Context: an optimization exercise on an open-source flow, tuned for small area and a short achievable clock period. The choices shown serve that exercise and are no tape-out recipe. Function was checked by simulation only, so behaviour that the tests miss may differ from the original. Power figures rest on the tool's default switching activity, not on a simulated workload.

`config.mk`:
```
export PLATFORM = sky130hd
export DESIGN_NAME = seq_mem_top
export DESIGN_NICKNAME = seq_mem_top
export VERILOG_FILES = /design/flow/design.v
export SDC_FILE = /design/flow/constraint.sdc
export NUM_CORES = 4
export LEC_CHECK = 0
export CAP_MARGIN = 20
export CORE_MARGIN = 2
export CORE_UTILIZATION = 45
export PLACE_DENSITY = 0.6
export SLEW_MARGIN = 20
```
`constraint.sdc`:
```
create_clock -name core_clock -period 6.0 [get_ports {clk}]
set_input_delay 1.2000 -clock core_clock [delete_from_list [all_inputs] [get_ports {clk}]]
set_output_delay 1.2000 -clock core_clock [all_outputs]
set_load 0.01 [all_outputs]
```
`design.v`:
```
package param_seq_memory_pkg;
  typedef enum logic {
    INIT = 1'b0,
    IDLE = 1'b1
  } state_e;
  localparam int WR_RESP_NONE = 0;
  localparam int WR_RESP_OLD  = 1;
  localparam int WR_RESP_NEW  = 2;
endpackage
module param_seq_memory_array #(
  parameter int DATA_W = 8,
  parameter int ADDR_W = 8,
  parameter int DEPTH  = 256
) (
  input  logic                clk_i,
  input  logic                rst_ni,
  input  logic                wr_en_i,
  input  logic                rd_en_i,
  input  logic                rd_zero_i,
  input  logic                rd_merged_i,
  input  logic [ADDR_W-1:0]   addr_i,
  input  logic [DATA_W-1:0]   wdata_i,
  input  logic [DATA_W/8-1:0] be_i,
  output logic [DATA_W-1:0]   rdata_o
);
  logic [DATA_W-1:0] mem_q [DEPTH];
  logic [DATA_W-1:0] merged;
  logic [DATA_W-1:0] rdata_q, rdata_d;
  always_comb begin
    merged = mem_q[addr_i];
    for (int k = 0; k < DATA_W / 8; k++) begin
      if (be_i[k]) merged[8*k +: 8] = wdata_i[8*k +: 8];
    end
  end
  always_ff @(posedge clk_i) begin
    if (wr_en_i) mem_q[addr_i] <= merged;
  end
  always_comb begin
    rdata_d = rdata_q;
    if (rd_en_i) begin
      if (rd_zero_i)        rdata_d = '0;
      else if (rd_merged_i) rdata_d = merged;
      else                  rdata_d = mem_q[addr_i];
    end
  end
  always_ff @(posedge clk_i or negedge rst_ni) begin
    if (!rst_ni) rdata_q <= '0;
    else         rdata_q <= rdata_d;
  end
  assign rdata_o = rdata_q;
endmodule
module param_seq_memory #(
  parameter int DATA_W         = 8,
  parameter int ADDR_W         = 8,
  parameter int DEPTH          = 256,
  parameter int WR_RESP        = 0,
  parameter int CLEAR_ON_RESET = 1
) (
  input  logic                clk,
  input  logic                rst_n,
  input  logic                req,
  input  logic                we,
  input  logic [ADDR_W-1:0]   addr,
  input  logic [DATA_W-1:0]   wdata,
  input  logic [DATA_W/8-1:0] be,
  output logic                ready,
  output logic [DATA_W-1:0]   rdata,
  output logic                rvalid,
  output logic                err,
  output logic                busy,
  output param_seq_memory_pkg::state_e dbg_state
);
  param_seq_memory_pkg::state_e            state_q, state_d;
  logic              run_q;
  logic [ADDR_W-1:0] cnt_q, cnt_d;
  logic              rvalid_q, rvalid_d;
  logic              err_q, err_d;
  logic              accept, in_range, sweep_last;
  assign in_range   = {1'b0, addr} < (ADDR_W + 1)'(DEPTH);
  assign busy       = (state_q == param_seq_memory_pkg::INIT);
  assign ready      = run_q && (state_q == param_seq_memory_pkg::IDLE);
  assign accept     = req && ready;
  assign sweep_last = (cnt_q == ADDR_W'(DEPTH - 1));
  always_comb begin
    state_d  = state_q;
    cnt_d    = cnt_q;
    rvalid_d = accept && (!we || WR_RESP != param_seq_memory_pkg::WR_RESP_NONE);
    err_d    = accept && !in_range;
    if (!run_q) begin
      state_d = (CLEAR_ON_RESET != 0) ? param_seq_memory_pkg::INIT : param_seq_memory_pkg::IDLE;
    end else if (state_q == param_seq_memory_pkg::INIT) begin
      cnt_d = cnt_q + ADDR_W'(1);
      if (sweep_last) begin
        state_d = param_seq_memory_pkg::IDLE;
        cnt_d   = '0;
      end
    end
  end
  always_ff @(posedge clk or negedge rst_n) begin
    if (!rst_n) begin
      state_q  <= param_seq_memory_pkg::IDLE;
      run_q    <= 1'b0;
      cnt_q    <= '0;
      rvalid_q <= 1'b0;
      err_q    <= 1'b0;
    end else begin
      state_q  <= state_d;
      run_q    <= 1'b1;
      cnt_q    <= cnt_d;
      rvalid_q <= rvalid_d;
      err_q    <= err_d;
    end
  end
  param_seq_memory_array #(
    .DATA_W (DATA_W),
    .ADDR_W (ADDR_W),
    .DEPTH  (DEPTH)
  ) u_array (
    .clk_i       (clk),
    .rst_ni      (rst_n),
    .wr_en_i     (busy || (accept && we && in_range)),
    .rd_en_i     (rvalid_d),
    .rd_zero_i   (!in_range),
    .rd_merged_i (we && (WR_RESP == param_seq_memory_pkg::WR_RESP_NEW)),
    .addr_i      (busy ? cnt_q : addr),
    .wdata_i     (busy ? '0 : wdata),
    .be_i        (busy ? '1 : be),
    .rdata_o     (rdata)
  );
  assign rvalid    = rvalid_q;
  assign err       = err_q;
  assign dbg_state = state_q;
endmodule
module seq_mem_top (
  input  logic        clk,
  input  logic        rst_n,
  input  logic        req,
  input  logic        we,
  input  logic [6:0]  addr,
  input  logic [31:0] wdata,
  input  logic [3:0]  be,
  output logic        ready,
  output logic [31:0] rdata,
  output logic        rvalid,
  output logic        err,
  output logic        busy,
  output logic        dbg_state
);
  param_seq_memory_pkg::state_e state;
  param_seq_memory #(
    .DATA_W         (32),
    .ADDR_W         (7),
    .DEPTH          (100),
    .WR_RESP        (2),
    .CLEAR_ON_RESET (1)
  ) u_mem (
    .clk       (clk),
    .rst_n     (rst_n),
    .req       (req),
    .we        (we),
    .addr      (addr),
    .wdata     (wdata),
    .be        (be),
    .ready     (ready),
    .rdata     (rdata),
    .rvalid    (rvalid),
    .err       (err),
    .busy      (busy),
    .dbg_state (state)
  );
  assign dbg_state = state;
endmodule
```
`run.sh`:
```
#!/bin/bash
# synth_recipe.tcl (not shown) runs the flow's synth.tcl, then flattens the netlist and writes it again
# the make line also repeats each setting of config.mk as NAME=value (left out here)
make -C /OpenROAD-flow-scripts/flow DESIGN_CONFIG=/design/flow/config.mk WORK_HOME=/design/flow/orfs CLKGATE_MAP_FILE= SYNTH_SCRIPT=/design/flow/synth_recipe.tcl finish
```
==> results.txt <==
Clock transition at path regs 60 ps; initial antenna violation count 43; post-layout min period 5820 ps; RR Startpoint u_mem.state_q; Hold Vio Cnt, Final 0; crit path max fanout 30; first-pass GRT wire length 645,000 um; period utilisation layout 96.9%; Design Area, Final 0.148 sq mm; GRT Total Usage 33.5%; Post-DP HPWL 289,000 um; Layout area overhead 18.8%; Worst-Skew Late Latency 920 ps; VDD IR max 0.000279 V; row cnt 193; Starting Density 45.1%; Synth cell types 89; Post-Syn Area per Cell 16.6 sq um; share of layout cells above drive strength 1 20.6%; register area share after synthesis 78.0%; area of the core 0.276 sq mm; Final Wtd Congestion 0.985; Fmax 0.172 GHz; dpl cell area 0.137 sq mm; Layout Skew 81.9 ps; Setup Buffers After CTS 0; RSZ-0062 raised after global routing no; combinational power share 28.8%; post-synth net total 7,566; Int Power 42.6 mW; total number of vias 81,800; Worst Reg-to-Reg Cells 13; number of synthesized register bits 3,243; # clock sinks 3,243; pin count of the biggest net entering global routing 91; Crit Path Category input pin to register; Detailed Route Iter0 Violations 14,500; Layout Nets 8,195; static leakage 49.2 nW; buffers added on ports 83; CTS root buf clkbuf_16; vias in the first global route 75,600; Final Slew Violations 0; DRC violations left 0; CTS tree yes; DRT Wirelength 480,000 um; ys flop type edfxtp_1; sw power 22.1 mW; Final ANT Viol Nets 0; area of the mapped netlist 0.125 sq mm; setup ws final 184 ps; vias per cell 6.74; Pwr per Cell Area 437 mW/mm^2; sw frac 34.1%; worst hold path class input pin to async pin; launch point of the worst path addr[2]; CP Capture Type register; Critical Path RT 6660 ps; Post-synth EDFFs 3,200; flop2flop setup slack 200 ps; CTS resizes 0; number of I/O pins 84; Die Y 530 um; wire length per cell 39.6 um; die area 0.281 sq mm; Flop pwr share 39.5%; Final Setup Violations 0; Pre-antenna DRT Iters 8; cts-stage hold buffer count 0; Worst Path Arrival 6480 ps; max_cap viols 0; Async S/R FF share, synth 1.33%; Clock Power Share 31.7%; CP Launch Type input pin; Die W 530 um; GR Overflow Total 0; CTS H-Tree Depth 5; synthesized instance count 7,518; pin slew with the least headroom to its limit 1310 ps; CTS Buf Count 334; r2r endpoint u_mem.u_array.mem_q[94][20]; Ys Warns 2; Placement Setup Slack -555 ps; Rel. slew slack 12.2%; run status no timing/DRC/antenna violations; CTS max path bufs 4
==> kinds of logic after synthesis <==
logic type      Yosys count  synth area share (%)
compound gates         1787                  10.0
xor+xnor                  1               0.00703
fa+ha+maj                 1                0.0100
buf+inv                 534                  2.35
flops                  3243                  78.0
mux                     416                  4.33
other cells               1               0.00301
simple gates           1535                  5.25
==> power groups by stage <==
stage          clock network, mW  logic, mW  registers (mW)
3_3_place_gp                   0       17.7            26.0
6_report                    20.5       18.6            25.5
2_1_floorplan                  0       8.29            25.9
3_5_place_dp                   0       17.8            26.0
4_1_cts                     20.6       17.8            25.5
5_1_grt                     21.4       18.6            25.6
==> critical path, cell delays in order <==
cell	delay, ps
clkdlybuf4s50_1	850
mux2_8	660
buf_12	270
buf_4	270
mux4_2	240
nor2_1	40
a311oi_1	340
buf_4	210
o22ai_1	110
o21ai_0	970
buf_4	240
and4_1	230
a22o_4	390
buf_4	380
==> registers in the layout, summed over array words and instances, names as in the netlist <==
name / cells
u_mem.u_array.mem_q: 3200
u_mem.u_array.rdata_q: 32
u_mem.cnt_q: 7
u_mem.err_q: 1
u_mem.run_q: 1
u_mem.rvalid_q: 1
u_mem.state_q: 1
==> worst max-delay path by stage <==
| stage | endpoint | slack (ps) | cells after the start |
|---|---|---|---|
| 3_5_place_dp | u_mem.u_array.mem_q[71][20] | -550 | 14 |
| 6_report | u_mem.u_array.mem_q[94][20] | 180 | 14 |
| 5_1_grt | u_mem.u_array.mem_q[94][20] | 240 | 14 |
| 3_3_place_gp | u_mem.u_array.mem_q[65][0] | -530 | 14 |
| 2_1_floorplan | u_mem.u_array.mem_q[0][9] | 470 | 13 |
| 4_1_cts | u_mem.u_array.mem_q[90][20] | 330 | 14 |
==> area by class of cell <==
type                            instances  area, sq um
Antenna cell                           25         62.6
Tap cell                             3705         4640
Sequential cell                      3243        97200
Multi-Input combinational cell       3741        25900
Inverter                               11         41.3
Clock inverter                        179         1690
Fill cell                           21800       128000
Timing Repair Buffer                  816         9590
Clock buffer                          413         8910
==> cell usage after synthesis, drive strengths merged (22+ instances only) <==
cell / instances / share of area, %
edfxtp: 3200 / 77
nand2: 863 / 2.6
o22ai: 564 / 2.8
buf: 378 / 1.9
nor2: 294 / 0.89
o221ai: 288 / 2.0
mux2: 260 / 2.4
a21oi: 200 / 0.80
nand3: 163 / 0.65
o21ai: 148 / 0.60
clkbuf: 145 / 0.44
a31oi: 125 / 0.63
mux2i: 87 / 0.73
and3: 74 / 0.37
mux4: 69 / 1.2
a211oi: 51 / 0.31
a22o: 44 / 0.31
dfrtp: 42 / 0.84
o211ai: 41 / 0.25
a311oi: 40 / 0.28
nor3: 36 / 0.14
a22oi: 34 / 0.20
a32o: 34 / 0.27
nor4: 33 / 0.17
a21o: 22 / 0.13
==> cell usage in the layout (no fill, tap or decap), types with 33 or more instances in the layout <==
cell / instances
a211oi_1: 51
a21oi_1: 197
a22oi_1: 33
a311oi_1: 40
a31oi_1: 124
and3_1: 74
buf_12: 261
buf_4: 472
clkbuf_1: 62
clkbuf_16: 342
clkdlybuf4s50_1: 82
clkinv_1: 59
clkinv_2: 69
dfrtp_1: 42
edfxtp_1: 3200
mux2_2: 257
mux2i_1: 84
mux4_2: 69
nand2_1: 855
nand3_1: 161
nor2_1: 194
nor2_4: 99
o211ai_1: 41
o21ai_0: 134
o221ai_1: 288
o22ai_1: 563
==> stage by stage <==
| stage | power (mW) | utilization, % | setup TNS, ps | hold WS [ps] | instances |
|---|---|---|---|---|---|
| 2_1_floorplan | 34.2 | - | 0 | 477 | 7518 |
| 3_3_place_gp | 43.7 | 49.8 | -135820 | 534 | 11500 |
| 3_5_place_dp | 43.8 | 49.8 | -146000 | 526 | 11500 |
| 4_1_cts | 63.9 | 53.6 | 0 | 470 | 12100 |
| 5_1_grt | 65.6 | 53.6 | 0 | 494 | 12100 |
| 6_report | 64.6 | 53.6 | 0 | 462 | 12100 |
==> metal layers <==
| metal | share of wire [%] | global-route usage, % |
|---|---|---|
| met1 | 36 | 45.1 |
| met4 | 6.6 | 18.4 |
| met2 | 43 | 48.4 |
| met5 | 0.020 | 0 |
| met3 | 14 | 10.5 |

-- port drivers added, routing unchanged --
The results above use ideal ports. As a check the final layout listed here was re-extracted and re-timed, cells and wires unchanged. Step 1 assumes that a clkbuf_16 drives the clock port and a buf_2 every other input. Step 2, shift: input delay + t, output delay - t, t = (earliest + latest rising clock arrival at the registers) / 2. This alone moves slack from input paths to output paths. a / b / c = ideal / step 1 / step 2; a / b = the first two.
t (ns): 0.978
setup slack, ns: 0.184 / 0.124 / -0.854
worst setup path after step 2: input to register
latest minus earliest clock arrival (ns): 0.083 / 0.084
Met with ideal ports but missed after step 2: setup timing in this run. The setup slack of this run moves by -0.060 ns with the drivers and by -1.038 ns with both steps.
